Background: an optimization exercise with open tools, aiming at small area. Do not read the settings as production practice.
In this exercise RTL edits were held to simulation tests only and were not proved equivalent to the original.
Power is estimated from default activity; no workload was simulated.

==> design/flow/design.v <==
module bank_serializer #(
    parameter int DATA_WIDTH = 16,
    parameter int NUM_BANKS  = 40,
    parameter int OUT_WIDTH  = 1
) (
    input  logic                            clk,
    input  logic                            reset_n,
    input  logic [NUM_BANKS*DATA_WIDTH-1:0] s_data,
    input  logic                            s_valid,
    output logic                            s_ready,
    output logic [OUT_WIDTH*DATA_WIDTH-1:0] m_data,
    output logic [OUT_WIDTH-1:0]            m_keep,
    output logic                            m_valid,
    input  logic                            m_ready,
    output logic                            m_last,
    output logic [15:0]                     frames_done
);
    localparam int BEAT_W = $clog2(NUM_BANKS);
    localparam logic [BEAT_W-1:0] LAST_BEAT = BEAT_W'(NUM_BANKS - 1);
    logic [NUM_BANKS-1:0][DATA_WIDTH-1:0] x_reg, y_reg;
    logic              x_full;    
    logic              y_full;    
    logic              y_off;     
    logic              x_pol;     
    logic              y_pol;     
    logic [BEAT_W-1:0] beat;
    logic [15:0]       frames_done_reg;
    logic in_hs, out_hs, last_hs, is_last, xfer, y_shift, y_hold;
    assign s_ready     = !(x_full && y_full);
    assign m_valid     = x_full || y_full;
    assign m_keep      = m_valid;
    assign is_last     = (beat == LAST_BEAT);
    assign m_last      = m_valid && is_last;
    assign frames_done = frames_done_reg;
    assign in_hs   = s_valid && s_ready;
    assign out_hs  = m_valid && m_ready;
    assign last_hs = out_hs && is_last;
    assign xfer    = x_full && (!y_full || last_hs);
    assign y_shift = !xfer && out_hs;
    assign y_hold  = !xfer && !out_hs;
    always_ff @(posedge clk or negedge reset_n) begin
        if (!reset_n) begin
            x_full          <= 1'b0;
            y_full          <= 1'b0;
            y_off           <= 1'b0;
            x_pol           <= 1'b0;
            y_pol           <= 1'b0;
            beat            <= '0;
            frames_done_reg <= '0;
        end else begin
            x_full <= in_hs || (x_full && !xfer);
            y_full <= xfer || (y_full && !last_hs);
            x_pol  <= in_hs || !x_pol;
            y_pol  <= xfer ? !x_pol : !y_pol;
            if (xfer) y_off <= !y_full && out_hs;
            if (last_hs) begin
                beat            <= '0;
                frames_done_reg <= frames_done_reg + 16'd1;
            end else if (out_hs) begin
                beat <= beat + 1'b1;
            end
        end
    end
    logic x_ld_n;
    assign x_ld_n = !in_hs;
    generate
        for (genvar b = 0; b < NUM_BANKS; b++) begin : g_bank
            bs_xbank #(.W(DATA_WIDTH)) u_x (
                .clk(clk), .d(s_data[b*DATA_WIDTH +: DATA_WIDTH]),
                .ld(in_hs), .ld_n(x_ld_n), .q(x_reg[b]));
            bs_ybank #(.W(DATA_WIDTH)) u_y (
                .clk(clk), .x(x_reg[b]),
                .nxt(b == NUM_BANKS - 1 ? y_reg[b] : y_reg[(b + 1) % NUM_BANKS]),
                .t(xfer), .s(b == NUM_BANKS - 1 ? 1'b0 : y_shift),
                .h(b == NUM_BANKS - 1 ? !xfer : y_hold), .q(y_reg[b]));
        end
    endgenerate
    always_comb begin
        if (y_full) m_data = (y_off ? y_reg[1] : y_reg[0]) ^ {DATA_WIDTH{y_pol}};
        else if (x_full) m_data = x_reg[0] ^ {DATA_WIDTH{x_pol}};
        else m_data = '0;
    end
endmodule
module bs_xbank #(
    parameter int W = 16
) (
    input  logic         clk,
    input  logic [W-1:0] d,
    input  logic         ld,
    input  logic         ld_n,
    output logic [W-1:0] q
);
    for (genvar i = 0; i < W; i++) begin : g_bit
        bs_xbit u_b (.clk(clk), .d(d[i]), .ld(ld), .ld_n(ld_n), .q(q[i]));
    end
endmodule
module bs_xbit (
    input  logic clk,
    input  logic d,
    input  logic ld,
    input  logic ld_n,
    output logic q
);
    always_ff @(posedge clk) q <= ~((d | ld_n) & (q | ld));
endmodule
module bs_ybank #(
    parameter int W = 16
) (
    input  logic         clk,
    input  logic [W-1:0] x,
    input  logic [W-1:0] nxt,
    input  logic         t,
    input  logic         s,
    input  logic         h,
    output logic [W-1:0] q
);
    for (genvar i = 0; i < W; i++) begin : g_bit
        bs_ybit u_b (.clk(clk), .x(x[i]), .nxt(nxt[i]), .t(t), .s(s), .h(h), .q(q[i]));
    end
endmodule
module bs_ybit (
    input  logic clk,
    input  logic x,
    input  logic nxt,
    input  logic t,
    input  logic s,
    input  logic h,
    output logic q
);
    always_ff @(posedge clk) q <= ~((x & t) | (nxt & s) | (q & h));
endmodule
==> design/flow/flow/run.sh <==
#!/bin/bash
# Own layout flow: the standard ORFS flow, with the port buffers that
# buffer_ports inserts on every input and output made the smallest buffer.
set -euo pipefail
export BUFFER_PORTS_ARGS="-buffer_cell sky130_fd_sc_hd__buf_1"
bash standard.sh > standard.log 2>&1
==> design/flow/standard.sh <==
#!/bin/bash
# synth_recipe.tcl (not shown) runs the flow's synth.tcl, then flattens the netlist and writes it again
# the make line also repeats each setting of config.mk as NAME=value (left out here)
make -C /OpenROAD-flow-scripts/flow DESIGN_CONFIG=/design/flow/config.mk WORK_HOME=/design/flow/orfs CLKGATE_MAP_FILE= SYNTH_SCRIPT=/design/flow/synth_recipe.tcl "${@:-finish}"
==> design/flow/config.mk <==
export PLATFORM = sky130hd
export DESIGN_NAME = bank_serializer
export DESIGN_NICKNAME = bank_serializer
export VERILOG_FILES = /design/flow/design.v
export SDC_FILE = /design/flow/constraint.sdc
export NUM_CORES = 4
export LEC_CHECK = 0
export CAP_MARGIN = 20
export CORE_MARGIN = 2
export CORE_UTILIZATION = 40
export CTS_BUF_LIST = sky130_fd_sc_hd__clkbuf_4 sky130_fd_sc_hd__clkbuf_8
export SETUP_SLACK_MARGIN = 0.2
export SLEW_MARGIN = 20
export SYNTH_HIERARCHICAL = 1
export SYNTH_MINIMUM_KEEP_SIZE = 0
==> design/flow/constraint.sdc <==
create_clock -name core_clock -period 7.0 [get_ports {clk}]
set_input_delay 1.4000 -clock core_clock [delete_from_list [all_inputs] [get_ports {clk}]]
set_output_delay 1.4000 -clock core_clock [all_outputs]
set_load 0.01 [all_outputs]
==> results of run 1 <==
-- stage by stage --
| step | area, um^2 | setup slack, ns | std cells | hold slack [ns] |
|---|---|---|---|---|
| after floorplan | 38000 | -24.95 | 2782 | 0.411 |
| after global placement | 42600 | 1.62 | 4743 | 0.417 |
| after detailed placement | 42600 | 1.55 | 4743 | 0.426 |
| after CTS | 46700 | 1.81 | 5079 | 0.408 |
| after global routing | 46700 | 1.50 | 5098 | 0.431 |
| final | 46800 | 1.79 | 5107 | 0.407 |
-- worst max path at each step --
| stage | depth (start not counted) | startpoint | slack (ns) | to |
|---|---|---|---|---|
| final | 6 | y_full | 1.79 | g_bank[37].u_y.g_bit[1].u_b.q |
| after global routing | 6 | y_full | 1.50 | g_bank[33].u_y.g_bit[0].u_b.q |
| after CTS | 6 | y_full | 1.81 | g_bank[38].u_y.g_bit[1].u_b.q |
| after detailed placement | 6 | m_ready | 1.55 | g_bank[16].u_y.g_bit[14].u_b.q |
| after global placement | 6 | m_ready | 1.62 | g_bank[31].u_y.g_bit[6].u_b.q |
| after floorplan | 4 | m_ready | -24.95 | g_bank[0].u_y.g_bit[0].u_b.q |
-- routing by layer --
metal / routed length [um] / vias up / track usage (%) / part of all wire, %
li1: - / 14400 / - / -
met1: 45000 / 14800 / 26.2 / 42
met2: 50500 / 1032 / 32.6 / 48
met3: 8100 / 179 / 6.83 / 7.6
met4: 2300 / 56 / 7.78 / 2.2
met5: 393 / - / 0 / 0.37
-- critical path: cells and delay by family (launching register included) --
family	cells	cell delay [ns]
buffers and inverters	2	1.54
flip-flops	1	1.02
AND/OR/NAND/NOR	2	1.18
AO/OA/AOI/OAI	2	1.07
-- power by group through the flow --
stage | registers [mW] | clock network, mW | logic [mW]
3_5_place_dp | 10.9 | 0 | 1.80
6_report | 10.7 | 6.40 | 1.80
4_1_cts | 10.7 | 6.59 | 1.81
2_1_floorplan | 10.5 | 0 | 1.57
5_1_grt | 11.0 | 6.92 | 2.05
3_3_place_gp | 10.8 | 0 | 1.71
-- layout make-up --
class,instances,share of cell area [%]
inverter,5,0.0642
timing repair buffer,719,6.41
clock inverter,23,0.522
tap,1254,3.36
antenna,28,0.150
sequential,1307,56.2
multi-input combinational,1458,25.0
clock buffer,313,8.29
-- cell usage in the layout (no fill, tap or decap), types with 12 or more instances in the layout --
cell	synthesis	final
nand2_1	30	29
o21ai_0	21	21
conb_1	1	16
buf_4	1	28
xnor2_1	41	41
buf_12	0	12
buf_1	0	679
mux2i_1	17	17
o22ai_1	640	640
dfxtp_1	1280	1280
dfrtp_1	27	26
clkbuf_8	0	244
diode_2	0	28
a222oi_1	640	640
clkbuf_4	0	69
-- logic make-up (layout without fill, tap and decap cells) --
kind of cell	Yosys count	in the layout	share of synthesized area, %
DFF	1307	1307	69.3
other	1	44	0.00988
muxes	18	18	0.478
adders and majority gates	2	2	0.0659
buffers and inverters	17	1060	0.214
xor gates and xnor gates	49	49	1.13
AOI/OAI and AO/OA	1309	1309	27.9
and+or+nand+nor	64	64	0.933
-- Yosys stat by module (local to each module, per instance), excerpt --
module | times used | cells inside
bank_serializer | 1 | 207
bs_ybit | 640 | 2
bs_xbit | 640 | 2
==> out/metrics.cfg, run 1 <==
[outcome]
status=timing/DRC/antenna clean

[timing]
setup_tns_ns=0
max_freq_ghz=0.192
drv_slew=0
max_slew_margin_pct=14.4
rsz0062_at_grt=no
final_hold_viol_count=0
clock_skew_ns=0.0414
period_minus_slack_ns=5.21
tightest_slew_ns=1.28
finalCritPeriodShare_pct=74.4
setup_viol=0

[placement]
port_buffers=679
globalplace.congestion=0.779
dp_hpwl_um=64900

[pwr]
combPwrFrac_pct=9.5
powerDensity_nw_per_um2=405
internal_power_mw=14.1
p_sw_share_pct=25.6
clkPwrFrac_pct=33.8
power_switching_mw=4.86
power_frac_seq_pct=56.7
ir_drop_uv=224
leakage_nw=17.5
power_mw=18.9

[clock_network]
cts_tree=built
cts-root-buf=clkbuf_8
ctsLongestPathBuffers=3
cts.sinks=1307
clk_pin_slew_ns=0.06
insertion_delay_ns=0.87
cts_setup_buffers=0
cts_hold_buf=0
postCtsResizedCells=0
htree_levels=4
numCtsBuffers=200

[synthesis]
async_reset_ff_share_pct=2.07
ys_ff_latch=1307
yosys_warnings=9
synth_ff_type=dfxtp_1
seq_area_frac_synth_pct=69.3
synthDistinctLibCells=39
synth_area_um2=38000
synthCells=2767
synth_top_cell_by_area=dfxtp_1
synth-edff-count=0
ys_top_cells_by_area=dfxtp_1, a222oi_1, o22ai_1
yosysMostFrequentCell=dfxtp_1
synth_common_cells=dfxtp_1, a222oi_1, o22ai_1
syn_avg_cell_area_um2=13.7
netlist.area_leader.share_pct=67.5

[setup_path]
reg2reg_depth=6
r2r_start=y_full
r2r_slack_ns=1.79
cp-start-kind=register
reg2reg_to=g_bank[37].u_y.g_bit[1].u_b.q
critical_path_class=reg2reg
cp_data_required_time_ns=7.65
endpoint_kind=register
critPathSlowestCell=dfrtp_1
arrival_ns=5.86
worst-path-max-fanout=160
crit_chain=nor2b_1 -> a31oi_4 -> clkinvlp_4 -> nor2_4 -> buf_12 -> a222oi_1
crit_path_max_incr_delay_ns=1.02

[floorplanning]
die_y_um=312
die_x_um=312
core.rowCount=112
coreArea_um2=93600
dieArea_um2=97400
floorplan.initialDensity_pct=40.5
io_pins=680

[global_routing]
grt_usage_pct=20.6
antenna_found_initial=56
grt_first_pass_wirelength_um=163000
grt_pass1_vias=28800
overflow=0
grt_start_max_net_pins=218

[final_layout]
nets=4337
ff_latch_area_um2=26300
final_util_pct=50.0
areaGrowthSynthToFinish_pct=23.2
multi_input_area_um2=11700
fill_cells=8671
drive_above_1_share_pct=10.3

[job]
maxCapViolCount=0

[worst_hold_path]
min_path_cells=1
hp-class=reg2reg
hold_end=g_bank[21].u_y.g_bit[2].u_b.q
hp-start=g_bank[22].u_y.g_bit[2].u_b.q

[drt]
drt_iter0_drc=4424
ant_nets=0
remaining_drc_errors=0
finalWirelength_um=106000
vias=30500
wl_per_cell_um=20.8
drt_first_pass_iters=22
vias_per_cell=5.97

==> run 2, diff against run 1 <==
==> design/flow/run.sh (new file) <==
#!/bin/bash
# synth_recipe.tcl (not shown) runs the flow's synth.tcl, then flattens the netlist and writes it again
# the make line also repeats each setting of config.mk as NAME=value (left out here)
make -C /OpenROAD-flow-scripts/flow DESIGN_CONFIG=/design/flow/config.mk WORK_HOME=/design/flow/orfs CLKGATE_MAP_FILE= SYNTH_SCRIPT=/design/flow/synth_recipe.tcl finish
--- a/design/flow/config.mk
+++ b/design/flow/config.mk
@@ -8,7 +8,6 @@
 export CAP_MARGIN = 20
 export CORE_MARGIN = 2
 export CORE_UTILIZATION = 40
-export CTS_BUF_LIST = sky130_fd_sc_hd__clkbuf_4 sky130_fd_sc_hd__clkbuf_8
 export SETUP_SLACK_MARGIN = 0.2
 export SLEW_MARGIN = 20
 export SYNTH_HIERARCHICAL = 1
removed: design/flow/flow/run.sh
removed: design/flow/standard.sh
==> run 2 against run 1 <==
Against the previous run:
- still clean
- power increased by 4.5%
- critical path type is now reg2out
- combinational power increased by 17%
- register-to-register slack improved by 0.95 ns
- sequential power about the same
- clock-buffer cell count decreased by 112
- cell count decreased by 2.1%
- worst hold slack improved by 0.014 ns
- die area unchanged
- highest routed layer unchanged
- cell area increased by 9.7%
- utilization increased by 4.9 points
- setup slack improved by 0.55 ns
- critical path depth decreased by 3
==> out/metrics.cfg, run 2 <==
[final_layout]
nets=4268  ; was 4337
finish.instance_area_um2=51300  ; was 46800 um^2
fill_cells=8112  ; was 8671
layout_common_cells=dfxtp_1, clkdlybuf4s50_1, o22ai_1, a222oi_1, clkbuf_16  ; was dfxtp_1, buf_1, o22ai_1, a222oi_1, clkbuf_8
drive_above_1_share_pct=6.78  ; was 10.3%
fin_cells=5000  ; was 5107
final_common_cell=dfxtp_1  ; unchanged
areaGrowthSynthToFinish_pct=35.2  ; was 23.2%

[clock_network]
cts-root-buf=clkbuf_16  ; was clkbuf_8
cts_tree=built  ; unchanged
cts_setup_buffers=0  ; unchanged
insertion_delay_ns=0.74  ; was 0.87 ns
htree_levels=4  ; unchanged
postCtsResizedCells=0  ; unchanged
clk_pin_slew_ns=0.06  ; about the same
cts.sinks=1307  ; unchanged
ctsLongestPathBuffers=3  ; unchanged
numCtsBuffers=133  ; was 200
cts_hold_buf=0  ; unchanged

[drt]
drt_first_pass_iters=17  ; was 22
finalWirelength_um=110000  ; was 106000 um
vias_per_cell=6.06  ; was 5.97
vias=30300  ; was 30500
wl_per_cell_um=22.0  ; was 20.8 um
ant_nets=0  ; unchanged
drt_iter0_drc=5018  ; was 4424
remaining_drc_errors=0  ; unchanged

[synthesis]
synth_area_um2=38000  ; unchanged
synth-edff-count=0  ; unchanged
synth_ff_type=dfxtp_1  ; unchanged
async_reset_ff_share_pct=2.07  ; unchanged
ys_top_cells_by_area=dfxtp_1, a222oi_1, o22ai_1  ; unchanged
synthDistinctLibCells=39  ; unchanged
synth_common_cells=dfxtp_1, a222oi_1, o22ai_1  ; unchanged
ys_ff_latch=1307  ; unchanged
yosys_warnings=9  ; unchanged
seq_area_frac_synth_pct=69.3  ; unchanged
synth_top_cell_by_area=dfxtp_1  ; unchanged
synthCells=2767  ; unchanged
yosysMostFrequentCell=dfxtp_1  ; unchanged
netlist.area_leader.share_pct=67.5  ; unchanged
syn_avg_cell_area_um2=13.7  ; unchanged

[floorplanning]
die_y_um=312  ; unchanged
coreArea_um2=93600  ; unchanged
io_pins=680  ; unchanged
die_x_um=312  ; unchanged
core.rowCount=112  ; unchanged
floorplan.initialDensity_pct=40.5  ; unchanged
dieArea_um2=97400  ; unchanged

[timing]
tightest_slew_ns=1.16  ; was 1.28 ns
hold_ws_ns=0.421  ; was 0.407 ns
max_slew_margin_pct=22.4  ; was 14.4%
finalCritPeriodShare_pct=66.5  ; was 74.4%
clock_skew_ns=0.0248  ; was 0.0414 ns
layout_setup_ws_ns=2.34  ; was 1.79 ns
max_freq_ghz=0.215  ; was 0.192 GHz
setup_tns_ns=0  ; unchanged
setup_viol=0  ; unchanged
drv_slew=0  ; unchanged
rsz0062_at_grt=no  ; unchanged
final_hold_viol_count=0  ; unchanged
period_minus_slack_ns=4.66  ; was 5.21 ns

[setup_path]
arrival_ns=3.26  ; was 5.86 ns
cp-start-kind=register  ; unchanged
endpoint_kind=output pin  ; was register
critical_path_class=reg2out  ; was reg2reg
worst-path-max-fanout=24  ; was 160
cp_data_required_time_ns=5.60  ; was 7.65 ns

[global_routing]
antenna_found_initial=30  ; was 56
grt_pass1_vias=28500  ; was 28800
overflow=0  ; unchanged
grt_start_max_net_pins=231  ; was 218
grt_usage_pct=21.4  ; was 20.6%
grt_first_pass_wirelength_um=167000  ; was 163000 um

[pwr]
powerDensity_nw_per_um2=386  ; was 405 nW/um^2
leakage_nw=19.4  ; was 17.5 nW
ir_drop_uv=193  ; was 224 uV

[placement]
port_buffers=679  ; unchanged
dp_cells=4739  ; was 4743
dp_hpwl_um=68400  ; was 64900 um
postPlaceCellArea_um2=46900  ; was 42600 um^2
globalplace.congestion=0.787  ; was 0.779
place_ws_ns=2.18  ; was 1.55 ns

[worst_hold_path]
hp-class=reg2reg  ; unchanged

[job]
maxCapViolCount=0  ; unchanged

[outcome]
status=timing/DRC/antenna clean  ; unchanged

[run 2: final timing paths]
check | start | to | slack, ns | depth (start not counted)
setup / recovery | y_full | m_data[7] | 2.34 | 3
setup reg to reg | beat[0] | g_bank[39].u_y.g_bit[12].u_b.q | 2.74 | 9
hold reg to reg | g_bank[34].u_y.g_bit[2].u_b.q | g_bank[33].u_y.g_bit[2].u_b.q | 0.42 | 1
min in group asynchronous | reset_n | frames_done_reg[9] | 1.08 | 2
hold / removal | g_bank[34].u_y.g_bit[2].u_b.q | g_bank[33].u_y.g_bit[2].u_b.q | 0.42 | 1
max in group asynchronous | reset_n | beat[2] | 5.62 | 2
[run 2: kinds of logic (layout without fill, tap and decap cells)]
logic type / Yosys count / count (layout) / synth area share (%)
AO/OA/AOI/OAI: 1309 / 1309 / 27.9
XOR/XNOR: 49 / 49 / 1.13
adder cells (fa/ha/maj): 2 / 2 / 0.0659
buffers and inverters: 17 / 965 / 0.214
flip-flops: 1307 / 1307 / 69.3
multiplexers: 18 / 18 / 0.478
other: 1 / 32 / 0.00988
AND/OR/NAND/NOR: 64 / 64 / 0.933
[run 2: final cells by class]
cell class / instances / area (um^2) / area share, %
sequential: 1307 / 26300 / 51.3
multi-input combinational: 1458 / 11700 / 22.8
timing repair buffer: 717 / 7350 / 14.3
clock buffer: 201 / 3840 / 7.48
tap: 1254 / 1570 / 3.06
clock inverter: 42 / 510 / 0.995
antenna: 16 / 40.0 / 0.0780
inverter: 5 / 30.0 / 0.0585
[run 2: critical path, cell delays in order (launching register included)]
cell	delay, ns
dfrtp_1	1.01
nand2b_1	0.66
o21ai_0	0.30
clkdlybuf4s50_1	0.55
[run 2: modules after synthesis (local to each module, per instance), a selection]
module	cells inside	times used
bs_ybit	2	640
bs_xbit	2	640
bank_serializer	207	1
[run 2: where the power goes]
group,leakage [nW],internal [mW],switching [mW]
clock,2.14,4.05,2.91
combinational,6.07,1.27,0.831
sequential,11.2,9.54,1.18
total,19.4,14.9,4.92
[run 2: through the flow]
| stage | utilization [%] | total power, mW |
|---|---|---|
| 3_5_place_dp | 50.1 | 13.0 |
| 6_report | 54.8 | 19.8 |
| 2_1_floorplan | - | 12.1 |
| 4_1_cts | 54.7 | 20.0 |
| 5_1_grt | 54.8 | 20.8 |
| 3_3_place_gp | 50.1 | 12.9 |
[run 2: layer usage]
| layer | routed length (um) | vias to the layer above | track usage [%] |
|---|---|---|---|
| li1 | - | 14300 | - |
| met1 | 46200 | 14800 | 27.2 |
| met2 | 52900 | 997 | 35.1 |
| met3 | 8090 | 178 | 6.12 |
| met4 | 2550 | 46 | 7.20 |
| met5 | 298 | - | 0 |

[separate check: timing with driven ports]
The results above use ideal ports. As a check the final layouts listed here were re-extracted and re-timed, cells and wires unchanged. Step 1 assumes that a clkbuf_16 drives the clock port and a buf_2 every other input. Step 2 moves the port delays by t, midway between the first and last clock arrival at a register: inputs arrive t later, outputs are due t later. That takes back most of the time a late clock gives input paths. Three values: ideal, step 1, step 2; two values: the first two.
| run | t, ns | slack for setup (ns) | worst setup path at the end | pins driven straight from the clock port |
|---|---|---|---|---|
| run 1 | 0.913 | 1.791 / 1.791 / 1.473 | input to register | 1 |
| run 2 | 0.794 | 2.345 / 2.276 / 1.945 | input to register | 1 |
After both steps setup and hold are still met in every run listed. The setup slack of run 2, which loses most, moves by -0.069 ns with the drivers and by -0.400 ns with both steps.
